Background: an optimization exercise with open tools, aiming at small area. Do not read the settings as production practice. The RTL was checked by simulation tests, not by an equivalence proof against the original design. Power and IR drop assume default switching activity.

Setup of job 103:
==> module r_debug_mw, before the edit <==
module r_debug_mw #(
   parameter int ADDR_BYTES  = 4,
   parameter int MAX_WORDS   = 16,
   parameter int TIMEOUT_CYC = 4096
) (
   input  logic        clk,
   input  logic        reset,
   output logic [63:0] O_TDATA,
   output logic        O_TVALID,
   output logic        O_TLAST,
   input  logic        O_TREADY,
   input  logic [63:0] I_TDATA,
   input  logic        I_TVALID,
   input  logic        I_TLAST,
   output logic        I_TREADY,
   output logic [7:0]  tx_data,
   output logic        tx_has_data,
   input  logic        tx_data_consume,
   input  logic [7:0]  rx_data,
   output logic        rx_has_space,
   input  logic        rx_data_produce,
   output logic        busy,
   output logic        err_sticky
);
   localparam logic [2:0] IDLE = 3'd0, CNT = 3'd1, ADDR = 3'd2, PAYLOAD = 3'd3,
                          MREQ = 3'd4, MRESP = 3'd5, TXDATA = 3'd6, TXACK = 3'd7;
   logic [2:0]   state;
   logic [511:0] sb;           
   logic [31:2]  addr;
   logic [4:0]   n;            
   logic [1:0]   opc;          
   logic [5:0]   c;            
   logic [11:0]  tcnt;         
   logic [3:0]   p;            
   logic         swap, zero;   
   logic         tmo;          
   logic         drain, tx_ld;
   logic         tx_sh, rx_ok, is_rd, is_wrs, is_fill, a, last_pay, acc, wr_en, cap, tx_free;
   logic [4:0]   e;
   logic [63:0]  beat;
   assign a            = addr[2];
   assign tcnt         = addr[23:12];
   assign tx_data      = addr[31:24];
   assign tmo          = addr[9];
   assign zero         = addr[8];
   assign swap         = addr[7];
   assign p            = addr[6:3];    
   assign is_rd        = (opc == 2'b11);
   assign is_wrs       = (opc == 2'b10);
   assign is_fill      = (opc == 2'b01);
   assign rx_has_space = !state[2];
   assign busy         = (state != IDLE);
   assign O_TVALID     = (state == MREQ);
   assign rx_ok        = rx_data_produce && rx_has_space;
   assign e            = n + {4'd0, a} + 5'd1;           
   assign last_pay     = (c[1:0] == 2'd3) && (is_fill || c[5:2] == e[3:0]);
   assign O_TLAST      = is_rd || (c[3:0] == e[4:1]);
   assign I_TREADY     = drain || (state == MRESP && (!is_rd || p[3]));
   assign acc          = I_TVALID && I_TREADY && !drain;
   assign wr_en        = (state == PAYLOAD) && rx_data_produce;
   assign cap          = (state == MRESP) && is_rd && acc;
   assign tx_free      = !tx_ld && !tx_has_data;
   assign tx_sh        = !p[3] && tx_free && (state == MRESP || state == TXDATA);
   logic        hsel;
   logic [7:0]  bsel;
   logic [63:0] header;
   assign hsel   = (c[3:0] == 4'd0);
   assign header = {{6'd0, is_rd, !is_rd}, {4'd0, e[4:1]}, {4'hF, {4{!a}}}, {{4{e[0]}}, 4'hF},
                    addr[31:3], 3'd0};
   always_comb begin
      for (int k = 0; k < 8; k++) bsel[k] = (c[2:0] == 3'(k)) && !hsel;
      O_TDATA = {64{hsel}} & header;
      for (int k = 0; k < 8; k++) O_TDATA = O_TDATA | ({64{bsel[k]}} & sb[64*k +: 64]);
   end
   logic [511:0] sb_in;
   always_comb
   begin
      for (int w = 0; w < 16; w++) sb_in[32*w +: 32] = {rx_data, sb[32*w+8 +: 24]};
      if (is_rd) sb_in[31:24] = sb[39:32];
   end
   always_ff @(posedge clk)
      for (int w = 0; w < 16; w++) begin
         if (w < 2 && cap)
            sb[32*w +: 32] <= I_TDATA[32*w +: 32];
         else if ((w < 2 && tx_sh) || (wr_en && (is_fill || c[5:2] == 4'(w))))
            sb[32*w +: 32] <= sb_in[32*w +: 32];
      end
   logic tz, tend;
   assign tz   = (tcnt[10:0] == 11'd0);
   assign tend = tz && tcnt[11];
   always_ff @(posedge clk) begin
      if (reset) begin
         state <= IDLE; tx_ld <= 1'b0; tx_has_data <= 1'b0;
         err_sticky <= 1'b0; drain <= 1'b0;
      end else begin
         tx_ld <= 1'b0;
         if (tx_ld) tx_has_data <= 1'b1;
         else if (tx_data_consume) tx_has_data <= 1'b0;
         if (tx_sh) begin
            addr[31:24] <= zero ? 8'd0 : swap ? sb[39:32] : sb[7:0];
            tx_ld   <= 1'b1;
            addr[6:3]       <= p + 4'd1;
         end
         if (drain && I_TVALID && I_TLAST) drain <= 1'b0;
         case (state)
            IDLE: begin
               c <= '0;
               if (rx_ok) begin
                  opc <= {rx_data[1], rx_data[2] | !rx_data[0]};
                  addr[9] <= (rx_data != 8'h04);    
                  if (rx_data == 8'h04) state <= TXACK;
                  else if (rx_data == 8'h01 || rx_data == 8'h02 || rx_data == 8'h03 || rx_data == 8'h05)
                     state <= CNT;
                  else state <= TXACK;
               end
            end
            CNT: if (rx_ok) begin
               n <= rx_data[4:0];
               if (rx_data == 8'd0 || rx_data > 8'd16) begin addr[9] <= 1'b1; state <= TXACK; end
               else state <= ADDR;
            end
            ADDR: if (rx_ok) begin
               addr <= {rx_data, addr[31:10]};    
               c <= c + 6'd1;
               if (c[1:0] == 2'd3) begin
                  if (is_rd) begin c <= '0; state <= MREQ; end
                  else begin c <= {3'b001, addr[10], 2'b00}; state <= PAYLOAD; end
               end
            end
            PAYLOAD: if (rx_ok) begin
               c <= c + 6'd1;
               if (last_pay) begin c <= '0; state <= MREQ; end
            end
            MREQ: if (O_TREADY) begin
               if (O_TLAST) begin addr[23:12] <= '0; addr[9] <= 1'b0; addr[6] <= 1'b1; state <= MRESP; end
               else c <= c + 6'd1;
            end
            MRESP: begin
               if (acc) addr[23:12] <= '0;
               else if (!I_TVALID)
                  addr[23:12] <= {tcnt[10:0], tcnt[11] ^ tcnt[7] ^ tcnt[1] ^ tcnt[0] ^ tz};
               if (acc) begin
                  if (is_rd) begin
                     addr[8] <= 1'b0; c <= 6'd1;
                     if (c == 6'd0 && a) begin
                        addr[6:3] <= 4'd4; addr[7] <= 1'b1; n <= n - 5'd1;
                     end else if (n >= 5'd2) begin
                        addr[6:3] <= 4'd0; addr[7] <= 1'b0; n <= n - 5'd2;
                     end else if (n != 5'd0) begin
                        addr[6:3] <= 4'd4; addr[7] <= 1'b0; n <= '0;
                     end
                     if (I_TLAST) state <= TXDATA;
                  end else if (I_TLAST) begin
                     if (is_wrs) state <= TXACK;
                     else state <= IDLE;
                  end
               end else if (!I_TVALID && tend) begin
                  err_sticky <= 1'b1; drain <= 1'b1; addr[9] <= 1'b1;
                  if (is_rd) state <= TXDATA;
                  else if (is_wrs) state <= TXACK;
                  else state <= IDLE;
               end
            end
            TXDATA: if (p[3] && tx_free) begin
               if (n != 5'd0) begin
                  addr[8] <= 1'b1; addr[6:3] <= 4'd4; n <= n - 5'd1;
               end else if (tmo) state <= TXACK;
               else state <= IDLE;
            end
            TXACK: if (tx_free) begin
               addr[31:24] <= tmo ? 8'hEE : is_wrs ? 8'hAA : 8'hA5;
               tx_ld   <= 1'b1;
               if (tmo) err_sticky <= 1'b1;
               addr[9]     <= 1'b0;
               n       <= '0;
               addr[6] <= 1'b1;    
               state   <= TXDATA;
            end
         endcase
      end
   end
endmodule
clock: 6.0 ns
lec_check: 0
cap_margin: 0
core_margin: 2
core_utilization: 65
place_density: 0.75
slew_margin: 0
standard.sh (not shown) runs the stock make flow with config.mk's settings and CLKGATE_MAP_FILE= SYNTH_SCRIPT=/design/flow/synth_recipe.tcl, a recipe that flattens the netlist after the stock synthesis.
==> flow/flow/run.sh <==
#!/bin/bash
# Standard ORFS layout with: an area-oriented ABC script for the final technology mapping,
# the smallest buffer for port buffering, and CTS without dummy loads.
set -euo pipefail
export FLOW_WORK=$(pwd)
export MY_ABC_SCRIPT=$FLOW_WORK/flow/area.script
export BUFFER_PORTS_ARGS="-buffer_cell sky130_fd_sc_hd__buf_1"
export CTS_ARGS="-sink_clustering_enable -repair_clock_nets -dont_use_dummy_load -sink_clustering_size 10 -sink_clustering_max_diameter 40 -buf_list sky130_fd_sc_hd__clkbuf_4"
bash standard.sh SYNTH_SCRIPT=$FLOW_WORK/flow/wrap.tcl finish > standard.log 2>&1
==> flow/flow/area.script <==
strash
dc2
dch -f
amap
strash
dch -f
amap
topo
stime -c
==> flow/flow/wrap.tcl <==
# The standard synthesis script, with the final ABC mapping run from flow/area.script
# (an area-oriented script) instead of ORFS's delay-oriented one. Registers are mapped before
# this step, so they are the standard synthesis's registers.
proc abc {args} {
  set i [lsearch $args -script]
  if { $i >= 0 } { lset args [expr {$i + 1}] $::env(MY_ABC_SCRIPT) }
  yosys abc {*}$args
}
source $::env(FLOW_WORK)/synth_recipe.tcl
Relative to job 103, the following input files were edited for job 105:
--- a/flow/design.v
+++ b/flow/design.v
@@ -30,21 +30,13 @@
    logic [4:0]   n;            
    logic [1:0]   opc;          
    logic [5:0]   c;            
-   logic [11:0]  tcnt;         
+   logic [11:0]  tcnt;
    logic [3:0]   p;            
-   logic         swap, zero;   
-   logic         tmo;          
-   logic         drain, tx_ld;
+   logic         swap, zero, tmo, drain, tx_ld;
    logic         tx_sh, rx_ok, is_rd, is_wrs, is_fill, a, last_pay, acc, wr_en, cap, tx_free;
    logic [4:0]   e;
    logic [63:0]  beat;
    assign a            = addr[2];
-   assign tcnt         = addr[23:12];
-   assign tx_data      = addr[31:24];
-   assign tmo          = addr[9];
-   assign zero         = addr[8];
-   assign swap         = addr[7];
-   assign p            = addr[6:3];    
    assign is_rd        = (opc == 2'b11);
    assign is_wrs       = (opc == 2'b10);
    assign is_fill      = (opc == 2'b01);
@@ -60,7 +52,7 @@
    assign wr_en        = (state == PAYLOAD) && rx_data_produce;
    assign cap          = (state == MRESP) && is_rd && acc;
    assign tx_free      = !tx_ld && !tx_has_data;
-   assign tx_sh        = !p[3] && tx_free && (state == MRESP || state == TXDATA);
+   assign tx_sh        = !p[3] && tx_free;
    logic        hsel;
    logic [7:0]  bsel;
    logic [63:0] header;
@@ -89,34 +81,38 @@
    assign tz   = (tcnt[10:0] == 11'd0);
    assign tend = tz && tcnt[11];
    always_ff @(posedge clk) begin
+      if (state == MRESP && !acc) begin
+         if (!I_TVALID) tcnt <= {tcnt[10:0], tcnt[11] ^ tcnt[7] ^ tcnt[1] ^ tcnt[0] ^ tz};
+      end else tcnt <= '0;
+   end
+   always_ff @(posedge clk) begin
       if (reset) begin
-         state <= IDLE; tx_ld <= 1'b0; tx_has_data <= 1'b0;
+         state <= IDLE; p <= 4'b1000; tx_ld <= 1'b0; tx_has_data <= 1'b0;
          err_sticky <= 1'b0; drain <= 1'b0;
       end else begin
          tx_ld <= 1'b0;
          if (tx_ld) tx_has_data <= 1'b1;
          else if (tx_data_consume) tx_has_data <= 1'b0;
-         if (tx_sh) begin
-            addr[31:24] <= zero ? 8'd0 : swap ? sb[39:32] : sb[7:0];
+         if (!p[3] && tx_free) begin
+            tx_data <= zero ? 8'd0 : swap ? sb[39:32] : sb[7:0];
             tx_ld   <= 1'b1;
-            addr[6:3]       <= p + 4'd1;
+            p       <= p + 4'd1;
          end
          if (drain && I_TVALID && I_TLAST) drain <= 1'b0;
          case (state)
             IDLE: begin
-               c <= '0;
+               tmo <= 1'b0; c <= '0;
                if (rx_ok) begin
                   opc <= {rx_data[1], rx_data[2] | !rx_data[0]};
-                  addr[9] <= (rx_data != 8'h04);    
                   if (rx_data == 8'h04) state <= TXACK;
                   else if (rx_data == 8'h01 || rx_data == 8'h02 || rx_data == 8'h03 || rx_data == 8'h05)
                      state <= CNT;
-                  else state <= TXACK;
+                  else begin tmo <= 1'b1; state <= TXACK; end
                end
             end
             CNT: if (rx_ok) begin
                n <= rx_data[4:0];
-               if (rx_data == 8'd0 || rx_data > 8'd16) begin addr[9] <= 1'b1; state <= TXACK; end
+               if (rx_data == 8'd0 || rx_data > 8'd16) begin tmo <= 1'b1; state <= TXACK; end
                else state <= ADDR;
             end
             ADDR: if (rx_ok) begin
@@ -132,22 +128,19 @@
                if (last_pay) begin c <= '0; state <= MREQ; end
             end
             MREQ: if (O_TREADY) begin
-               if (O_TLAST) begin addr[23:12] <= '0; addr[9] <= 1'b0; addr[6] <= 1'b1; state <= MRESP; end
+               if (O_TLAST) state <= MRESP;
                else c <= c + 6'd1;
             end
             MRESP: begin
-               if (acc) addr[23:12] <= '0;
-               else if (!I_TVALID)
-                  addr[23:12] <= {tcnt[10:0], tcnt[11] ^ tcnt[7] ^ tcnt[1] ^ tcnt[0] ^ tz};
                if (acc) begin
                   if (is_rd) begin
-                     addr[8] <= 1'b0; c <= 6'd1;
+                     zero <= 1'b0; c <= 6'd1;
                      if (c == 6'd0 && a) begin
-                        addr[6:3] <= 4'd4; addr[7] <= 1'b1; n <= n - 5'd1;
+                        p <= 4'd4; swap <= 1'b1; n <= n - 5'd1;
                      end else if (n >= 5'd2) begin
-                        addr[6:3] <= 4'd0; addr[7] <= 1'b0; n <= n - 5'd2;
+                        p <= 4'd0; swap <= 1'b0; n <= n - 5'd2;
                      end else if (n != 5'd0) begin
-                        addr[6:3] <= 4'd4; addr[7] <= 1'b0; n <= '0;
+                        p <= 4'd4; swap <= 1'b0; n <= '0;
                      end
                      if (I_TLAST) state <= TXDATA;
                   end else if (I_TLAST) begin
@@ -155,7 +148,7 @@
                      else state <= IDLE;
                   end
                end else if (!I_TVALID && tend) begin
-                  err_sticky <= 1'b1; drain <= 1'b1; addr[9] <= 1'b1;
+                  err_sticky <= 1'b1; drain <= 1'b1; tmo <= 1'b1;
                   if (is_rd) state <= TXDATA;
                   else if (is_wrs) state <= TXACK;
                   else state <= IDLE;
@@ -163,17 +156,16 @@
             end
             TXDATA: if (p[3] && tx_free) begin
                if (n != 5'd0) begin
-                  addr[8] <= 1'b1; addr[6:3] <= 4'd4; n <= n - 5'd1;
+                  zero <= 1'b1; p <= 4'd4; n <= n - 5'd1;
                end else if (tmo) state <= TXACK;
                else state <= IDLE;
             end
             TXACK: if (tx_free) begin
-               addr[31:24] <= tmo ? 8'hEE : is_wrs ? 8'hAA : 8'hA5;
+               tx_data <= tmo ? 8'hEE : is_wrs ? 8'hAA : 8'hA5;
                tx_ld   <= 1'b1;
                if (tmo) err_sticky <= 1'b1;
-               addr[9]     <= 1'b0;
+               tmo     <= 1'b0;
                n       <= '0;
-               addr[6] <= 1'b1;    
                state   <= TXDATA;
             end
          endcase
## What came out
- Job 105 completed every stage of the flow, and the final layout passed the timing, DRC and antenna checks.
- Re depth of the worst register-to-register path: job 103 and job 105 aren't equal, and the higher value belongs to job 105.
- For job 105, the highest metal layer with signal wires was met5, unlike job 103, where it was met4.
- In the reports for job 103 and job 105, the larger clock buffer instance count of the final layout belongs to job 105.
- [job 105 vs job 103] worst path setup slack after routing: lower in job 105
- Job 105 ends up with a total power that is 290 uW lower than in job 103.
- Relative to job 103, the met1 layer wirelength in the final routing measured on job 105 has increased by a few percent.
- On arithmetic-cell share of the synthesized area counting full adders, half adders and majority gates, job 103 tracks job 105 almost exactly.
- In job 105 the post-detailed-routing wire length turned out 4.1% lower than in job 103.

==> port drivers added, routing unchanged <==
How much do the figures lean on ideal ports? The routed layouts below were timed once more, with nothing changed but the port constraints.
Step 1 (the two cells are an assumption about what drives the block):
set clk [get_ports {clk}]
set_driving_cell -lib_cell sky130_fd_sc_hd__clkbuf_16 $clk
set_driving_cell -lib_cell sky130_fd_sc_hd__buf_2 [delete_from_list [all_inputs] $clk]
Step 2 times the ports against the registers' clock, not the clock port: input delays grow and output delays shrink by t, the midpoint of the rising clock arrivals with the driver on.
Three values: ideal ports, drivers, drivers and shift; two values: the first two.
run	t (ns)	setup WS [ns]	clock arrival spread, ns	worst slew at a driven data input, ns
job 103	0.783	0.613 / 0.563 / 1.346	0.074 / 0.074	0.05
job 105	0.764	0.374 / 0.324 / 0.722	0.081 / 0.081	0.04
After both steps every run listed still meets setup and hold.
